What follows belongs to an exercise in optimizing a design on an open flow for small area, a short achievable clock period and few clock cycles per item; a production flow would make more cautious choices.
Only simulation tests tie the RTL to the original design; equivalence was not proved.

[flow/run.sh]
#!/bin/bash
# synth_recipe.tcl (not shown) runs the flow's synth.tcl, then flattens the netlist and writes it again
# the make line also repeats each setting of config.mk as NAME=value (left out here)
make -C /OpenROAD-flow-scripts/flow DESIGN_CONFIG=/design/flow/config.mk WORK_HOME=/design/flow/orfs CLKGATE_MAP_FILE= SYNTH_SCRIPT=/design/flow/synth_recipe.tcl finish
[flow/config.mk]
export PLATFORM = sky130hd
export DESIGN_NAME = sliding_window_trend_stats_top
export DESIGN_NICKNAME = sliding_window_trend_stats_top
export VERILOG_FILES = /design/flow/design.v
export SDC_FILE = /design/flow/constraint.sdc
export NUM_CORES = 4
export LEC_CHECK = 0
export CAP_MARGIN = 20
export CORE_MARGIN = 2
export CORE_UTILIZATION = 40
export SLEW_MARGIN = 20
[flow/constraint.sdc]
create_clock -name core_clock -period 11.0 [get_ports {clk}]
set_input_delay 2.2000 -clock core_clock [delete_from_list [all_inputs] [get_ports {clk}]]
set_output_delay 2.2000 -clock core_clock [all_outputs]
set_load 0.01 [all_outputs]
[flow/design.v]
package swts_pkg;
  localparam int WindowMaxDef = 64;
  localparam int SampleW      = 8;
  localparam int CountW       = 7;
  localparam int CfgReset     = 10;
  localparam int PredMax      = 110;
  localparam int NumU      = 16;
  localparam int NumStages = 9;
  function automatic int ucut(input int s);
    if (s <= 7) ucut = 2 * s;
    else if (s == 8) ucut = 15;
    else ucut = NumU;
  endfunction
  typedef struct packed {
    logic               v;
    logic [6:0]         n;
    logic [7:0]         x;
    logic [15:0]        omn, omx, mmn, mmx;   
    logic [7:0]         pmn, pmx;             
    logic [13:0]        s;
    logic signed [18:0] t;
    logic               sgn;
    logic [7:0]         mn, mx;
    logic [15:0]        d;
    logic [15:0]        srem;
    logic [17:0]        slow;
    logic [17:0]        q0;
    logic [16:0]        d3;
    logic [5:0]         s2;
    logic [5:0]         arem;
    logic [7:0]         n3;
    logic [17:0]        alow;
    logic               r1nz;
    logic signed [24:0] f;
    logic [15:0]        avg;
    logic signed [16:0] slope;
    logic [15:0]        pred;
  } pay_t;
  localparam int PayW = 344;   
  function automatic logic [15:0] dtab(input logic [6:0] n);
    case (n)
      7'd2: dtab = 16'd1;
      7'd3: dtab = 16'd4;
      7'd4: dtab = 16'd10;
      7'd5: dtab = 16'd20;
      7'd6: dtab = 16'd35;
      7'd7: dtab = 16'd56;
      7'd8: dtab = 16'd84;
      7'd9: dtab = 16'd120;
      7'd10: dtab = 16'd165;
      7'd11: dtab = 16'd220;
      7'd12: dtab = 16'd286;
      7'd13: dtab = 16'd364;
      7'd14: dtab = 16'd455;
      7'd15: dtab = 16'd560;
      7'd16: dtab = 16'd680;
      7'd17: dtab = 16'd816;
      7'd18: dtab = 16'd969;
      7'd19: dtab = 16'd1140;
      7'd20: dtab = 16'd1330;
      7'd21: dtab = 16'd1540;
      7'd22: dtab = 16'd1771;
      7'd23: dtab = 16'd2024;
      7'd24: dtab = 16'd2300;
      7'd25: dtab = 16'd2600;
      7'd26: dtab = 16'd2925;
      7'd27: dtab = 16'd3276;
      7'd28: dtab = 16'd3654;
      7'd29: dtab = 16'd4060;
      7'd30: dtab = 16'd4495;
      7'd31: dtab = 16'd4960;
      7'd32: dtab = 16'd5456;
      7'd33: dtab = 16'd5984;
      7'd34: dtab = 16'd6545;
      7'd35: dtab = 16'd7140;
      7'd36: dtab = 16'd7770;
      7'd37: dtab = 16'd8436;
      7'd38: dtab = 16'd9139;
      7'd39: dtab = 16'd9880;
      7'd40: dtab = 16'd10660;
      7'd41: dtab = 16'd11480;
      7'd42: dtab = 16'd12341;
      7'd43: dtab = 16'd13244;
      7'd44: dtab = 16'd14190;
      7'd45: dtab = 16'd15180;
      7'd46: dtab = 16'd16215;
      7'd47: dtab = 16'd17296;
      7'd48: dtab = 16'd18424;
      7'd49: dtab = 16'd19600;
      7'd50: dtab = 16'd20825;
      7'd51: dtab = 16'd22100;
      7'd52: dtab = 16'd23426;
      7'd53: dtab = 16'd24804;
      7'd54: dtab = 16'd26235;
      7'd55: dtab = 16'd27720;
      7'd56: dtab = 16'd29260;
      7'd57: dtab = 16'd30856;
      7'd58: dtab = 16'd32509;
      7'd59: dtab = 16'd34220;
      7'd60: dtab = 16'd35990;
      7'd61: dtab = 16'd37820;
      7'd62: dtab = 16'd39711;
      7'd63: dtab = 16'd41664;
      7'd64: dtab = 16'd43680;
      default: dtab = 16'd0;
    endcase
  endfunction
  function automatic logic [7:0] min8(input logic [7:0] a, input logic [7:0] b);
    min8 = (a < b) ? a : b;
  endfunction
  function automatic logic [7:0] max8(input logic [7:0] a, input logic [7:0] b);
    max8 = (a > b) ? a : b;
  endfunction
  function automatic logic [16:0] d3tab(input logic [6:0] n);
    case (n)
      7'd2: d3tab = 17'd3;
      7'd3: d3tab = 17'd12;
      7'd4: d3tab = 17'd30;
      7'd5: d3tab = 17'd60;
      7'd6: d3tab = 17'd105;
      7'd7: d3tab = 17'd168;
      7'd8: d3tab = 17'd252;
      7'd9: d3tab = 17'd360;
      7'd10: d3tab = 17'd495;
      7'd11: d3tab = 17'd660;
      7'd12: d3tab = 17'd858;
      7'd13: d3tab = 17'd1092;
      7'd14: d3tab = 17'd1365;
      7'd15: d3tab = 17'd1680;
      7'd16: d3tab = 17'd2040;
      7'd17: d3tab = 17'd2448;
      7'd18: d3tab = 17'd2907;
      7'd19: d3tab = 17'd3420;
      7'd20: d3tab = 17'd3990;
      7'd21: d3tab = 17'd4620;
      7'd22: d3tab = 17'd5313;
      7'd23: d3tab = 17'd6072;
      7'd24: d3tab = 17'd6900;
      7'd25: d3tab = 17'd7800;
      7'd26: d3tab = 17'd8775;
      7'd27: d3tab = 17'd9828;
      7'd28: d3tab = 17'd10962;
      7'd29: d3tab = 17'd12180;
      7'd30: d3tab = 17'd13485;
      7'd31: d3tab = 17'd14880;
      7'd32: d3tab = 17'd16368;
      7'd33: d3tab = 17'd17952;
      7'd34: d3tab = 17'd19635;
      7'd35: d3tab = 17'd21420;
      7'd36: d3tab = 17'd23310;
      7'd37: d3tab = 17'd25308;
      7'd38: d3tab = 17'd27417;
      7'd39: d3tab = 17'd29640;
      7'd40: d3tab = 17'd31980;
      7'd41: d3tab = 17'd34440;
      7'd42: d3tab = 17'd37023;
      7'd43: d3tab = 17'd39732;
      7'd44: d3tab = 17'd42570;
      7'd45: d3tab = 17'd45540;
      7'd46: d3tab = 17'd48645;
      7'd47: d3tab = 17'd51888;
      7'd48: d3tab = 17'd55272;
      7'd49: d3tab = 17'd58800;
      7'd50: d3tab = 17'd62475;
      7'd51: d3tab = 17'd66300;
      7'd52: d3tab = 17'd70278;
      7'd53: d3tab = 17'd74412;
      7'd54: d3tab = 17'd78705;
      7'd55: d3tab = 17'd83160;
      7'd56: d3tab = 17'd87780;
      7'd57: d3tab = 17'd92568;
      7'd58: d3tab = 17'd97527;
      7'd59: d3tab = 17'd102660;
      7'd60: d3tab = 17'd107970;
      7'd61: d3tab = 17'd113460;
      7'd62: d3tab = 17'd119133;
      7'd63: d3tab = 17'd124992;
      7'd64: d3tab = 17'd131040;
      default: d3tab = 17'd0;
    endcase
  endfunction
  function automatic logic [17:0] r4step(input logic [15:0] rem, input logic [1:0] nb,
                                         input logic [15:0] d, input logic [16:0] d3);
    logic [17:0] r4;
    logic [18:0] s1, s2, s3;
    r4 = {rem, nb};
    s1 = {1'b0, r4} - {3'b0, d};
    s2 = {1'b0, r4} - {2'b0, d, 1'b0};
    s3 = {1'b0, r4} - {2'b0, d3};
    if (!s3[18])      r4step = {2'd3, s3[15:0]};
    else if (!s2[18]) r4step = {2'd2, s2[15:0]};
    else if (!s1[18]) r4step = {2'd1, s1[15:0]};
    else              r4step = {2'd0, r4[15:0]};
  endfunction
  function automatic logic [7:0] avstep(input logic [5:0] rem, input logic [1:0] nb,
                                        input logic [6:0] n, input logic [7:0] n3);
    logic [7:0] r4;
    logic [8:0] s1, s2, s3;
    r4 = {rem, nb};
    s1 = {1'b0, r4} - {2'b0, n};
    s2 = {1'b0, r4} - {1'b0, n, 1'b0};
    s3 = {1'b0, r4} - {1'b0, n3};
    if (!s3[8])      avstep = {2'd3, s3[5:0]};
    else if (!s2[8]) avstep = {2'd2, s2[5:0]};
    else if (!s1[8]) avstep = {2'd1, s1[5:0]};
    else             avstep = {2'd0, r4[5:0]};
  endfunction
  function automatic pay_t ustep(input pay_t pi, input int u);
    pay_t p;
    logic [17:0] a;
    logic [17:0] st;
    logic [7:0]  av;
    logic [21:0] n2;
    logic [22:0] qq;
    logic [17:0] ar;
    logic [16:0] mag;
    p = pi;
    if (u == 0) begin
      p.mn   = min8(min8(min8(pi.omn[15:8], pi.omn[7:0]), min8(pi.mmn[15:8], pi.mmn[7:0])), pi.pmn);
      p.mx   = max8(max8(max8(pi.omx[15:8], pi.omx[7:0]), max8(pi.mmx[15:8], pi.mmx[7:0])), pi.pmx);
      p.sgn  = pi.t[18];
      a      = pi.t[18] ? 18'(-pi.t) : 18'(pi.t);
      p.d    = dtab(pi.n);
      p.d3   = d3tab(pi.n);
      p.srem = {7'd0, a[17:9]};
      p.slow = {a[8:0], 9'd0};
      p.arem = {1'b0, pi.s[13:9]};
      p.alow = {pi.s[8:0], 9'd0};
      p.n3   = {1'b0, pi.n} + {pi.n, 1'b0};
    end else if (u <= 9) begin
      st     = r4step(pi.srem, pi.slow[17:16], pi.d, pi.d3);
      p.srem = st[15:0];
      p.slow = {pi.slow[15:0], st[17:16]};
      av     = avstep(pi.arem, pi.alow[17:16], pi.n, pi.n3);
      p.arem = av[5:0];
      p.alow = {pi.alow[15:0], av[7:6]};
    end else if (u == 10) begin
      p.q0   = pi.slow;
      n2     = {pi.srem, 6'd0} - {4'd0, pi.srem, 2'd0};
      p.srem = n2[21:6];
      p.s2   = n2[5:0];
    end else if (u <= 13) begin
      st     = r4step(pi.srem, pi.s2[5:4], pi.d, pi.d3);
      p.srem = st[15:0];
      p.s2   = {pi.s2[3:0], st[17:16]};
    end else if (u == 14) begin
      qq     = {pi.q0[16:0], 6'd0} - {4'd0, pi.q0[16:0], 2'd0} + {17'd0, pi.s2};
      p.r1nz = |pi.srem;
      p.f    = $signed({8'd0, pi.x, 9'd0}) +
               (pi.sgn ? -$signed({2'b0, qq} + {24'd0, p.r1nz}) : $signed({2'b0, qq}));
      ar     = {1'b0, pi.alow[16:0]} + 18'd1;
      p.avg  = ar[16:1];
      mag    = 17'(({1'b0, pi.q0} + 19'd1) >> 1);
      p.slope = pi.sgn ? -$signed(mag) : $signed(mag);
    end else begin
      if (pi.n < 7'd2) begin
        p.pred  = {pi.x, 8'd0};
        p.slope = '0;
      end else if (pi.f < 0) begin
        p.pred  = '0;
      end else if (pi.f > 25'sd56320 || (pi.f == 25'sd56320 && pi.r1nz)) begin
        p.pred  = 16'(PredMax * 256);
      end else begin
        p.pred  = 16'((pi.f + 25'sd1) >>> 1);
      end
    end
    ustep = p;
  endfunction
endpackage
module sliding_window_trend_stats_top (
  input  logic        clk,
  input  logic        rst_n,
  input  logic        in_valid,
  output logic        in_ready,
  input  logic [7:0]  in_sample_temp,
  output logic        out_valid,
  input  logic        out_ready,
  output logic [6:0]  out_fill_count,
  output logic        out_stats_valid,
  output logic [15:0] out_avg_q8,
  output logic [7:0]  out_min_temp,
  output logic [7:0]  out_max_temp,
  output logic signed [16:0] out_slope_q8,
  output logic [15:0] out_pred_q8,
  input  logic        cfg_we,
  input  logic [6:0]  cfg_wdata
);
  localparam int NS = swts_pkg::NumStages;
  logic [6:0] wlen_r, eff_w;
  always_comb begin
    if (wlen_r < 7'd2) eff_w = 7'd2;
    else if (wlen_r > 7'd64) eff_w = 7'd64;
    else eff_w = wlen_r;
  end
  logic ov_r, sv_r, adv;
  assign adv = ~sv_r;
  logic       iv_r;
  logic [7:0] ix_r;
  logic [6:0] ieff_r;
  logic       pok_r;   
  logic       plt_r;   
  logic       pg2_r;   
  logic       pg4_r;   
  logic       acc;
  assign in_ready = ~iv_r | (adv & pok_r);
  assign acc      = in_valid & in_ready;
  logic [511:0] mem_r;
  logic [5:0]   head_r, tail_r;
  logic [6:0]   n_r;
  logic [7:0]   pmin_r, pmax_r;
  logic [63:0]  bmin_r, bmax_r;
  logic op_go, op_pop, op_push, op_slide, op_wr, pop4, pop2;
  assign op_go    = iv_r & adv;
  assign op_pop   = op_go & ~pok_r;
  assign op_push  = op_go & plt_r;
  assign op_slide = op_go & pok_r & ~plt_r;
  assign op_wr    = op_go & pok_r;
  assign pop4     = pg4_r & (tail_r[2:0] <= 3'd4);
  assign pop2     = ~pop4 & pg2_r & (tail_r[2:0] <= 3'd6);
  logic [2:0] kdrop;
  assign kdrop = pop4 ? 3'd4 : pop2 ? 3'd2 : 3'd1;
  logic [6:0] n_nx;
  always_comb begin
    n_nx = n_r;
    if (op_pop) n_nx = n_r - {4'd0, kdrop};
    else if (op_push) n_nx = n_r + 7'd1;
  end
  logic signed [7:0] gap_new, gap_old;
  assign gap_new = $signed({1'b0, n_nx}) - $signed({1'b0, eff_w});
  assign gap_old = $signed({1'b0, n_nx}) - $signed({1'b0, ieff_r});
  logic [63:0] blk;
  logic [7:0]  b0, b1, b2, b3;
  assign blk = mem_r[tail_r[5:3]*64 +: 64];
  assign b0  = blk[tail_r[2:0]*8 +: 8];
  assign b1  = blk[3'(tail_r[2:0] + 3'd1)*8 +: 8];
  assign b2  = blk[3'(tail_r[2:0] + 3'd2)*8 +: 8];
  assign b3  = blk[3'(tail_r[2:0] + 3'd3)*8 +: 8];
  always_ff @(posedge clk) begin
    if (!rst_n) begin
      wlen_r <= 7'(swts_pkg::CfgReset);
      iv_r   <= 1'b0;
      head_r <= '0;
      tail_r <= '0;
      n_r    <= '0;
    end else begin
      if (cfg_we) wlen_r <= cfg_wdata;
      if (acc) iv_r <= 1'b1;
      else if (op_wr) iv_r <= 1'b0;
      if (op_wr) head_r <= head_r + 6'd1;
      if (op_pop) tail_r <= tail_r + {3'd0, kdrop};
      else if (op_slide) tail_r <= tail_r + 6'd1;
      n_r <= n_nx;
    end
  end
  always_ff @(posedge clk) begin
    if (acc) begin
      ix_r   <= in_sample_temp;
      ieff_r <= eff_w;
    end
    pok_r <= acc ? (gap_new <= 0) : (gap_old <= 0);
    plt_r <= acc ? (gap_new < 0) : (gap_old < 0);
    pg2_r <= acc ? (gap_new >= 2) : (gap_old >= 2);
    pg4_r <= acc ? (gap_new >= 4) : (gap_old >= 4);
  end
  logic [7:0] wmin, wmax;
  assign wmin = (head_r[2:0] == 3'd0 || ix_r < pmin_r) ? ix_r : pmin_r;
  assign wmax = (head_r[2:0] == 3'd0 || ix_r > pmax_r) ? ix_r : pmax_r;
  always_ff @(posedge clk) begin
    if (op_wr) begin
      for (int j = 0; j < 64; j++)
        if (head_r == 6'(j)) mem_r[j*8 +: 8] <= ix_r;
      pmin_r <= wmin;
      pmax_r <= wmax;
      if (head_r[2:0] == 3'd7)
        for (int b = 0; b < 8; b++)
          if (head_r[5:3] == 3'(b)) begin
            bmin_r[b*8 +: 8] <= wmin;
            bmax_r[b*8 +: 8] <= wmax;
          end
    end
  end
  logic [1:0]         c1;    
  logic [9:0]         y1;
  logic signed [10:0] z1, ds1;
  always_comb begin
    c1  = 2'd0;
    y1  = {2'd0, ix_r};
    z1  = '0;
    ds1 = $signed({3'd0, ix_r});
    if (~pok_r) begin
      if (pop4) begin
        c1  = 2'd2;
        y1  = 10'(b0) + 10'(b1) + 10'(b2) + 10'(b3);
        z1  = 11'sd3 * $signed({3'd0, b0}) + $signed({3'd0, b1}) - $signed({3'd0, b2})
            - 11'sd3 * $signed({3'd0, b3});
      end else if (pop2) begin
        c1  = 2'd1;
        y1  = 10'(b0) + 10'(b1);
        z1  = $signed({3'd0, b0}) - $signed({3'd0, b1});
      end else begin
        y1  = {2'd0, b0};
      end
      ds1 = -$signed({1'b0, y1});
    end else if (~plt_r) begin
      c1  = 2'd1;
      y1  = 10'(b0) + 10'(ix_r);
      z1  = $signed({3'd0, b0}) - $signed({3'd0, ix_r});
      ds1 = $signed({3'd0, ix_r}) - $signed({3'd0, b0});
    end
  end
  logic       r1v, r1pop;
  logic [1:0] r1c;
  logic [9:0] r1y;
  logic signed [10:0] r1z, r1ds;
  logic [7:0] r1x;
  logic [6:0] r1n;
  always_ff @(posedge clk) begin
    if (!rst_n) r1v <= 1'b0;
    else if (adv) r1v <= op_go;
    if (adv) begin
      r1pop <= ~pok_r;
      r1c   <= c1;
      r1y   <= y1;
      r1z   <= z1;
      r1ds  <= ds1;
      r1x   <= ix_r;
      r1n   <= n_r;
    end
  end
  logic [13:0]        s_r;
  logic signed [18:0] t_r;
  logic signed [21:0] t_nx;
  logic [13:0]        s_nx;
  logic [16:0]        ny;
  logic [16:0]        cs;
  always_comb begin
    ny   = r1n * r1y;
    cs   = {3'd0, s_r} << r1c;
    t_nx = 22'(t_r) - $signed({5'd0, cs}) + $signed({5'd0, ny}) + 22'(r1z);
    s_nx = s_r + 14'(r1ds);
  end
  always_ff @(posedge clk) begin
    if (!rst_n) begin
      s_r <= '0;
      t_r <= '0;
    end else if (adv && r1v) begin
      s_r <= s_nx;
      t_r <= 19'(t_nx);
    end
  end
  logic [5:0] head_nx, tail_nx, hs_n;
  logic [2:0] hb_n, hp_n, tb_n, tp_n, kb_n;
  logic       cont_n;
  logic [7:0] omask_nx, mmask_nx, omask_r, mmask_r;
  logic       pmask_r;
  always_comb begin
    head_nx = head_r + {5'd0, op_wr};
    tail_nx = tail_r;
    if (op_pop) tail_nx = tail_r + {3'd0, kdrop};
    else if (op_slide) tail_nx = tail_r + 6'd1;
    hs_n   = head_nx - 6'd1;
    hb_n   = hs_n[5:3];
    hp_n   = hs_n[2:0];
    tb_n   = tail_nx[5:3];
    tp_n   = tail_nx[2:0];
    cont_n = n_nx <= {3'd0, hp_n} + 7'd1;
    kb_n   = hb_n - tb_n;
    for (int p = 0; p < 8; p++) begin
      omask_nx[p] = 3'(p) >= tp_n && (!cont_n || 3'(p) <= hp_n);
      mmask_nx[p] = !cont_n && (kb_n == 3'd0 ? 3'(p) != tb_n
                                             : 3'(3'(p) - tb_n - 3'd1) < kb_n - 3'd1);
    end
  end
  always_ff @(posedge clk) begin
    omask_r <= omask_nx;
    mmask_r <= mmask_nx;
    pmask_r <= !cont_n;
  end
  logic [63:0] olo, ohi, mlo, mhi;
  logic [15:0] omn, omx, mmn, mmx;
  logic [7:0]  pmn, pmx;
  always_comb begin
    for (int p = 0; p < 8; p++) begin
      olo[p*8 +: 8] = omask_r[p] ? blk[p*8 +: 8] : 8'hff;
      ohi[p*8 +: 8] = omask_r[p] ? blk[p*8 +: 8] : 8'h00;
      mlo[p*8 +: 8] = mmask_r[p] ? bmin_r[p*8 +: 8] : 8'hff;
      mhi[p*8 +: 8] = mmask_r[p] ? bmax_r[p*8 +: 8] : 8'h00;
    end
    omn = min_tree(olo);
    omx = max_tree(ohi);
    mmn = min_tree(mlo);
    mmx = max_tree(mhi);
    pmn = pmask_r ? pmin_r : 8'hff;
    pmx = pmask_r ? pmax_r : 8'h00;
  end
  function automatic logic [15:0] min_tree(input logic [63:0] v);
    logic [7:0] a0, a1, a2, a3;
    a0 = swts_pkg::min8(v[7:0],   v[15:8]);
    a1 = swts_pkg::min8(v[23:16], v[31:24]);
    a2 = swts_pkg::min8(v[39:32], v[47:40]);
    a3 = swts_pkg::min8(v[55:48], v[63:56]);
    min_tree = {swts_pkg::min8(a0, a1), swts_pkg::min8(a2, a3)};
  endfunction
  function automatic logic [15:0] max_tree(input logic [63:0] v);
    logic [7:0] a0, a1, a2, a3;
    a0 = swts_pkg::max8(v[7:0],   v[15:8]);
    a1 = swts_pkg::max8(v[23:16], v[31:24]);
    a2 = swts_pkg::max8(v[39:32], v[47:40]);
    a3 = swts_pkg::max8(v[55:48], v[63:56]);
    max_tree = {swts_pkg::max8(a0, a1), swts_pkg::max8(a2, a3)};
  endfunction
  swts_pkg::pay_t pin;
  logic r2v;
  logic [6:0] r2n;
  logic [7:0] r2x, r2pmn, r2pmx;
  logic [15:0] r2omn, r2omx, r2mmn, r2mmx;
  always_ff @(posedge clk) begin
    if (!rst_n) r2v <= 1'b0;
    else if (adv) r2v <= r1v & ~r1pop;
    if (adv) begin
      r2n   <= n_r;
      r2x   <= r1x;
      r2omn <= omn;
      r2omx <= omx;
      r2mmn <= mmn;
      r2mmx <= mmx;
      r2pmn <= pmn;
      r2pmx <= pmx;
    end
  end
  always_comb begin
    pin     = '0;
    pin.v   = r2v;
    pin.n   = r2n;
    pin.x   = r2x;
    pin.omn = r2omn;
    pin.omx = r2omx;
    pin.mmn = r2mmn;
    pin.mmx = r2mmx;
    pin.pmn = r2pmn;
    pin.pmx = r2pmx;
    pin.s   = s_r;
    pin.t   = t_r;
  end
  localparam int PW = swts_pkg::PayW;
  logic [(NS+1)*PW-1:0] pbv;
  swts_pkg::pay_t pl;
  assign pbv[PW-1:0] = pin;
  for (genvar s = 0; s < NS; s++) begin : g_st
    swts_div_stage #(.S(s), .REG(s < NS - 1)) u_st (
      .clk(clk), .rst_n(rst_n), .en(adv), .d_i(pbv[s*PW +: PW]), .q_o(pbv[(s+1)*PW +: PW])
    );
  end
  assign pl = pbv[NS*PW +: PW];
  logic [71:0] res, out_r, skid_r;
  assign res = {pl.n, pl.avg, pl.mn, pl.mx, pl.slope, pl.pred};
  logic inc, out_en;
  assign inc    = adv & pl.v;
  assign out_en = ~ov_r | out_ready;
  always_ff @(posedge clk) begin
    if (!rst_n) begin
      ov_r <= 1'b0;
      sv_r <= 1'b0;
    end else if (sv_r) begin
      if (out_en) sv_r <= 1'b0;
    end else begin
      if (out_en) ov_r <= inc;
      else if (inc) sv_r <= 1'b1;
    end
  end
  always_ff @(posedge clk) begin
    if (out_en) out_r <= sv_r ? skid_r : res;
    if (!sv_r && !out_en) skid_r <= res;
  end
  assign out_valid = ov_r;
  assign {out_fill_count, out_avg_q8, out_min_temp, out_max_temp, out_slope_q8, out_pred_q8} = out_r;
  assign out_stats_valid = out_fill_count >= 7'd2;
endmodule
module swts_div_stage #(
  parameter int S   = 0,
  parameter bit REG = 1
) (
  input  logic           clk,
  input  logic           rst_n,
  input  logic           en,
  input  swts_pkg::pay_t d_i,
  output swts_pkg::pay_t q_o
);
  localparam int U0 = swts_pkg::ucut(S);
  localparam int U1 = swts_pkg::ucut(S + 1);
  swts_pkg::pay_t c;
  always_comb begin
    c = d_i;
    for (int u = U0; u < U1; u++) c = swts_pkg::ustep(c, u);
  end
  if (REG) begin : g_reg
    always_ff @(posedge clk) begin
      if (en) q_o <= c;
      if (!rst_n) q_o.v <= 1'b0;
    end
  end else begin : g_comb
    assign q_o = c;
  end
endmodule
==> qor.csv <==
stage;metric;value;unit
detailed_routing;vias;89100;
cells_and_area;multi_input_area;0.0652;mm^2
global_routing;grt_overflow_total;0;
die;core;0.318;mm^2
synth;yosys_register_bits;1942;
synth;synthFlopType;edfxtp_1;
clock_tree;cts_hold_buf;0;
clock_tree;root_buffer;clkbuf_16;
cells_and_area;num-fill-cells;29100;
worst_hold_path;hp-start;g_st[2].u_st.q_o[76]$_SDFFCE_PN1N_;
synth;synthArstFlopShare;0;%
sta;fmax;110;MHz
clock_tree;htreeDepth;4;
die;die_w;569;um
detailed_routing;drt_iter0_drc;6755;
detailed_routing;wire_per_inst;20.5;um
synth;syn_nets;13200;
detailed_routing;routed_wl;332;mm
detailed_routing;dr.pass1.iters;8;
critical_path;timing.rr.end;g_st[6].u_st.q_o[180]$_DFFE_PN_;
critical_path;crit_top_cell;a21oi_1;
cells_and_area;final_nets;13300;
clock_tree;numCtsBuffers;218;
worst_hold_path;holdPathStages;0;
global_routing;grt_pass1_wl;514;mm
critical_path;rr_startpoint;g_st[5].u_st.q_o[182]$_DFFE_PN_;
die;chipHeight;569;um
sta;rsz0062_at_grt;no;
critical_path;critPathMaxStageDelay;0.69;ns
sta;tightest_slew;1.14;ns
synth;syn_area;0.128;mm^2
run;maxCapViolations;0;
placement;globalplace.congestion;0.902;
clock_tree;clock_sinks;1942;
sta;slew_viol_final;0;
placement;hpwl;252;mm
critical_path;r2r_slack;1.93;ns
sta;setup_violations;0;
sta;fin_skew;0.0708;ns
cells_and_area;layout_commonest_cell;edfxtp_1;
global_routing;grt_pass1_vias;88700;
critical_path;crit_type;register to register;
sta;hold_ws;0.412;ns
global_routing;grt_max_degree;194;
global_routing;antenna_found_initial;11;
sta;max_slew_margin;23.6;%
clock_tree;post_cts.repair.setup_buffers;0;
global_routing;globalRouteTotalUtil;20.1;%
detailed_routing;drc;0;
cells_and_area;final_cell_mix;edfxtp_1, ha_1, inv_1, nand2_1, nor2_1;
critical_path;cpMaxStageDelayCell;nor2_1;
clock_tree;postCtsResizedCells;0;
die;dieArea;0.324;mm^2
critical_path;worst-endpoint-arrival;9.73;ns
cells_and_area;regArea;0.0571;mm^2
sta;period_share;82.4;%
critical_path;critPathLaunchType;register;
synth;synth_warnings;10;
critical_path;path_buf_inv;3;
clock_tree;clk_pin_slew;0.06;ns
critical_path;end_kind;register;
synth;synth.avg_cell_area;10.9;um^2
sta;setup_tns;0;ns
synth;synth_cell_type_count;111;
cells_and_area;area_growth;10.3;%
worst_hold_path;hold_class;register to register;
outcome;outcome;timing/DRC/antenna clean;
synth;synth_cells;11800;
synth;ys_seq_area_share;44.7;%
critical_path;r2r.worst_path.cells;30;
sta;hold_viol;0;
die;fp-row-count;207;
critical_path;critical_path.top_delay_family;compound AO/OA/AOI/OAI gates;
detailed_routing;via_per_inst;5.49;
sta;period_needed;9.07;ns
cells_and_area;drive_gt1_share;7.61;%
clock_tree;clockBufferDepth;4;
die;start_util;40.1;%
detailed_routing;ant_nets;0;
placement;portBuffers;94;
critical_path;crit_required;11.67;ns
die;io_pins;95;
critical_path;crit_fanout;32;
clock_tree;clk_latency;0.93;ns
synth;synth_edf_count;1817;
worst_hold_path;holdPathEnd;g_st[3].u_st.q_o[80]$_DFFE_PN_;
clock_tree;cts_tree;yes;
## state kept, by name, indices dropped and copies added, names as in the netlist, 19 cells and up
name           flops
t_r               19
mem_r            512
g_st.u_st.c       32
out_r             72
bmin_r            64
g_st.u_st.q_o    873
skid_r            72
bmax_r            64
## worst reg2reg max path: cells and delay by family (launching register included)
family,cells,cell delay (ns)
flops,1,0.47
simple gates,4,1.76
fa+ha+maj,3,1.07
buf+inv,3,0.74
compound gates,20,4.85
## worst max path at each step
| stage | start | endpoint | slack [ns] | cells after the start |
|---|---|---|---|---|
| 2_1_floorplan | sv_r$_SDFF_PN0_ | out_r[25]$_DFFE_PN_ | 2.63 | 4 |
| 3_3_place_gp | g_st[5].u_st.q_o[182]$_DFFE_PN_ | g_st[6].u_st.q_o[177]$_DFFE_PN_ | 2.13 | 30 |
| 3_5_place_dp | g_st[5].u_st.q_o[182]$_DFFE_PN_ | g_st[6].u_st.q_o[177]$_DFFE_PN_ | 2.16 | 30 |
| 4_1_cts | g_st[5].u_st.q_o[182]$_DFFE_PN_ | g_st[6].u_st.q_o[177]$_DFFE_PN_ | 2.10 | 30 |
| 5_1_grt | g_st[5].u_st.q_o[182]$_DFFE_PN_ | g_st[6].u_st.q_o[170]$_DFFE_PN_ | 1.00 | 30 |
| 6_report | g_st[5].u_st.q_o[182]$_DFFE_PN_ | g_st[6].u_st.q_o[180]$_DFFE_PN_ | 1.93 | 30 |
## synth_stat cells, types with 43 or more instances
master	instances	share of area (%)
a21oi_1	700	2.7
o21bai_1	84	0.49
nor2b_1	206	1.0
a211oi_1	70	0.41
o221ai_1	58	0.40
buf_1	47	0.14
nand2_1	932	2.7
o21a_1	145	0.85
ha_1	1243	12
clkbuf_1	257	0.76
and3_1	50	0.25
dfxtp_1	125	2.0
mux2_2	185	1.6
mux4_2	164	2.9
a31oi_1	72	0.35
o211ai_1	100	0.59
or3_1	67	0.33
and2_1	123	0.60
xor2_1	235	1.6
nand3_1	188	0.74
nand4_1	43	0.21
inv_1	1088	3.2
a21boi_0	100	0.59
fa_1	158	2.5
o31ai_1	50	0.29
xnor2_1	477	3.3
nand2b_1	211	1.0
o21ai_0	687	2.7
mux2i_1	334	2.6
nor2_1	713	2.1
a21o_1	312	1.8
nor3_1	162	0.64
edfxtp_1	1817	43
## logic make-up (layout without fill, tap and decap cells)
kind of cell,count (synthesis),count (layout),share of synthesized area [%]
AOI/OAI and AO/OA,2693,2693,13.4
xor gates and xnor gates,714,714,4.92
adders and majority gates,1402,1402,14.7
buffers and inverters,1439,1719,4.30
DFF,1942,1942,44.7
muxes,686,686,7.18
other,0,5,0
and+or+nand+nor,2883,2883,10.8
## per-layer routing
layer,part of all wire [%],track usage [%],up-vias
li1,-,-,43000
met1,45,27.1,43400
met2,47,33.8,2151
met3,4.5,2.09,501
met4,3.4,6.55,4
met5,0.0078,0,-
## cell type report
type                    count  area share [%]
multi-input cells        8378            46.3
clock buffers             271            4.10
inverters                1097            2.93
diodes                      5         0.00889
repair buffers            227            1.42
well taps                4180            3.72
clock inverters           124           0.920
flip-flops and latches   1942            40.6
## through the flow
step / utilization [%] / instance area, um^2 / std cells / setup slack [ns]
6_report: 44.3 / 141000 / 16200 / 1.93
3_5_place_dp: 42.0 / 134000 / 15800 / 2.16
4_1_cts: 44.3 / 141000 / 16200 / 2.10
2_1_floorplan: - / 128000 / 11800 / 2.63
5_1_grt: 44.3 / 141000 / 16200 / 1.00
3_3_place_gp: 42.0 / 134000 / 15800 / 2.13
Testbench counts, summed over its fixed seeds: cycles 3,018, items 2,560.

afterwards: timing with drivers on the ports:
No port has a modelled driver above. Below, the same layout with a new extraction and two added sets of constraints. Step 1 assumes that a clkbuf_16 drives the clock port and a buf_2 every other input. Step 2 adds t to the input delays and takes it off the output delays; t is the mean of the earliest and latest rising clock arrival at the registers after step 1. Input paths then give back, and output paths get back, about the clock's delay inside the block. a / b / c = ideal / step 1 / step 2; a / b = the first two.
t (ns): 0.983
setup slack, ns: 1.933 / 1.933 / 1.933
worst register clock-pin slew, ns: 0.07 / 0.07
After both steps setup and hold are still met in this run. For this run, drivers alone change the setup slack by 0.000 ns; drivers and shift together by 0.000 ns.
